This design comes from an exercise in tuning for small area on the open sky130 flow, not from production work.
No activity file was given, so power comes from the tool's default toggle rates.

== north ==
Design normalized_iir_section_filter, start of the top module:
module normalized_iir_section_filter #(
   parameter int COEF_BITS      = nisf_pkg::COEF_BITS_DEF,
   parameter int COEF_FRAC_BITS = nisf_pkg::COEF_FRAC_BITS_DEF
) (
   input  wire logic                      clock,
   input  wire logic                      reset,
   input  wire logic                      req_valid,
   output logic                           req_stall,
   input  wire logic [16:0]                         req_data,    
   output logic                           rsp_valid,
   input  wire logic                      rsp_stall,
   output logic [17:0]                              rsp_data,    
   input  wire logic                      csr_we,
   input  wire logic [nisf_pkg::CSR_INDEX_BITS-1:0] csr_index,
   input  wire logic [COEF_BITS-1:0]      csr_wdata
);
Size: roughly 1400 cells after synthesis, roughly 300 flip-flops, roughly 69 I/O pins.
Settings: LEC_CHECK=0, CAP_MARGIN=20, CORE_MARGIN=2, CORE_UTILIZATION=40, SLEW_MARGIN=20; clock period 9.0 ns.
run.sh (not shown) runs the stock make flow with config.mk's settings and CLKGATE_MAP_FILE= SYNTH_SCRIPT=/design/flow/synth_recipe.tcl, a recipe that flattens the netlist after the stock synthesis.
The flow completed for north, but it is not clean: the layout still shows setup timing.
Modified inputs, south compared to north
--- a/flow/design.v
+++ b/flow/design.v
@@ -147,48 +147,32 @@
       sext = {snext, 1'b0};
    end
    always_ff @(posedge clock) begin
       case (gnext)
          2'd0:    win_ff <= sext[4:0];
          2'd1:    win_ff <= sext[8:4];
          2'd2:    win_ff <= sext[12:8];
          default: win_ff <= sext[16:12];
       endcase
    end
-   logic qa, qb, dba, dbb;    
    logic [23:0] coef;
    logic        negprod;
    logic        sgn_a;
    assign negprod = pi_ff[2] | pi_ff[3];
    assign sgn_a   = a1_ff[23];
-   logic        adv, last_mac, nx_idle, nx_byp, nx_div, nx_cmt;
-   logic [4:0]  nx_mac;
-   logic [23:0] coef_nx, coef_ff;
-   assign coef     = coef_ff;
-   assign adv      = run & ~cmt;
-   assign last_mac = mac & pi_ff[4] & (pg_ff == 2'd3);
-   assign nx_idle  = reset | take_f | (~act_ff & ~start);
-   assign nx_byp   = ~reset & ~act_ff & csr_we & (csr_index == 3'd4);
-   assign nx_mac   = {5{adv & mac & ~last_mac}} & {pi_ff[3:0], pi_ff[4]};
-   assign nx_div   = ~reset & ((adv & last_mac) | (dv_ff & ~d10 & ~cmt));
-   assign nx_cmt   = ~reset & (d10 | (cmt & ~take_f));
-   assign coef_nx = ({24{(nx_idle & ~nx_byp) | nx_mac[0]}} & b2_ff)
-                  | ({24{nx_mac[1]}} & b3_ff)
-                  | ({24{nx_mac[2]}} & a2_ff)
-                  | ({24{nx_mac[3]}} & a3_ff)
-                  | ({24{nx_mac[4]}} & b1_ff)
-                  | ({24{nx_div}}    & a1_ff)
-                  | ({24{nx_byp}}    & wd)
-                  | ({24{nx_cmt}}    & {8'd0, lo_ff[14:0], d10 ? qa : q0_ff});
-   always_ff @(posedge clock) begin
-      coef_ff <= coef_nx;
-   end
+   assign coef = ({24{mac & pi_ff[0]}} & b2_ff)
+               | ({24{mac & pi_ff[1]}} & b3_ff)
+               | ({24{mac & pi_ff[2]}} & a2_ff)
+               | ({24{mac & pi_ff[3]}} & a3_ff)
+               | ({24{mac & pi_ff[4]}} & b1_ff)
+               | ({24{dv_ff & ~pg_ff[1]}} & a1_ff)
+               | ({24{cmt}} & {8'd0, lo_ff[14:0], q0_ff});
    logic          one_h, two_h, neg_h, one_l, two_l, four_l, neg_l, cin_l;
    logic [24:0]   pph;
    logic [25:0]   ppl;
    logic [W-1:0]  bh, bl;
    logic signed [W-1:0] x1s, x2s;
    logic          n_res;
    assign n_res = s_ff ^ sgn_a;
    always_comb begin
       one_h = 1'b0;
       two_h = 1'b0;
@@ -218,33 +202,34 @@
          cin_l = neg_l;
       end else if (d1) begin
          one_l = 1'b1;
          neg_l = ~(x1s[W-1] ^ sgn_a);
          cin_l = neg_l;
       end else if (d2 | dg) begin
          two_l = 1'b1;
          neg_l = ~(x1s[W-1] ^ sgn_a);
          cin_l = neg_l;
       end else if (d10) begin
-         four_l = 1'b1;
+         four_l = ~(x1s[W-1] ^ s_ff);
          neg_l  = ~(x1s[W-1] ^ sgn_a);
          cin_l  = neg_l;
       end else if (cmt) begin
          one_l = 1'b1;
          neg_l = n_res;
          cin_l = n_res ^ cq;
       end
    end
    assign ppl = ({26{one_l}} & {{2{coef[23]}}, coef}) | ({26{two_l}} & {coef[23], coef, 1'b0})
               | ({26{four_l}} & {coef, 2'b00});
    assign bl  = {{(W-26){ppl[25]}}, ppl} ^ {W{neg_l}};
    nisf_add #(.N(W)) u_add_l (.a(x1s), .b(bl), .ci(cin_l), .s(x2s));
+   logic qa, qb, dba, dbb;
    assign qa  = ~(x1s[W-1] ^ s_ff);
    assign qb  = ~(x2s[W-1] ^ s_ff);
    assign dba = lo_ff[15] & ~d9;
    assign dbb = lo_ff[14] & ~d9;
    always_ff @(posedge clock) begin
       if (reset | ~run | d10 | cmt) begin
          z_ff <= '0;
       end else if (mac) begin
          if (pi_ff[4]) z_ff <= x2s >>> 4;
          else          z_ff <= x2s;
@@ -256,21 +241,21 @@
       if (gend) begin
          lo_ff <= {x2s[3:0], lo_ff[15:4]};
       end else if (d1 | d2 | dg) begin
          lo_ff <= {lo_ff[13:0], qa, qb};
       end
    end
    always_ff @(posedge clock) begin
       if (gend & (pg_ff == 2'd3)) s_ff <= x2s[W-1];
       if (d10) begin
          q0_ff   <= qa;
-         corr_ff <= qa ? (x2s == '0) : (x1s == '0);
+         corr_ff <= (x2s == '0);
       end
    end
    logic        ovf, sat, err;
    logic [15:0] y_new;
    logic        cq;
    assign ovf = lo_ff[15];
    assign cq  = s_ff & corr_ff;    
    assign sat = ovf | (n_res ? (lo_ff[14] & (cq | (|{lo_ff[13:0], q0_ff})))
                              : (lo_ff[14] | (cq & (&{lo_ff[13:0], q0_ff}))));
    assign err = (a1_ff == 24'd0);
[summary]
- Total die area, north and south, lower one = south.
- Between north and south, the register clock-pin slew on the reported worst setup and hold paths does not differ in any meaningful way.
- Worst hold slack essentially unchanged between south and north.
- The flow did not stop early for south: all stages ran, and the layout cleared the timing, design-rule and antenna checks.
- Going from north to south, clock buffer count in the final layout shrinks by 7.
- south vs. north: deepest level of the CTS H-tree lost 1, share of cell area taken by flip-flops and latches lost 1.6 points.
- Comparing north and south, non-clock buffer count is higher on south.
- Wire length is higher on north
- Total chip power came out lower on south than on north.
No functional check of the RTL was part of any run of this note.

## what the ideal ports hide
The flow's constraints put no driver on any port. The routed layouts listed below were extracted and timed again, unchanged, in two steps. Step 1 assumes that a clkbuf_16 drives the clock port and a buf_2 every other input. Step 2 moves the port delays by t, midway between the first and last clock arrival at a register: inputs arrive t later, outputs are due t later. That takes back most of the time a late clock gives input paths. a / b / c = ideal ports / drivers / drivers and shift; a / b = the first two.
run | shift t [ns] | slack for setup (ns) | worst slew at a driven data input, ns | cell pins on the clock port's net
north | 0.570 | -0.141 / -0.141 / -0.141 | 0.06 | 1
south | 0.618 | 0.313 / 0.313 / 0.313 | 0.06 | 1
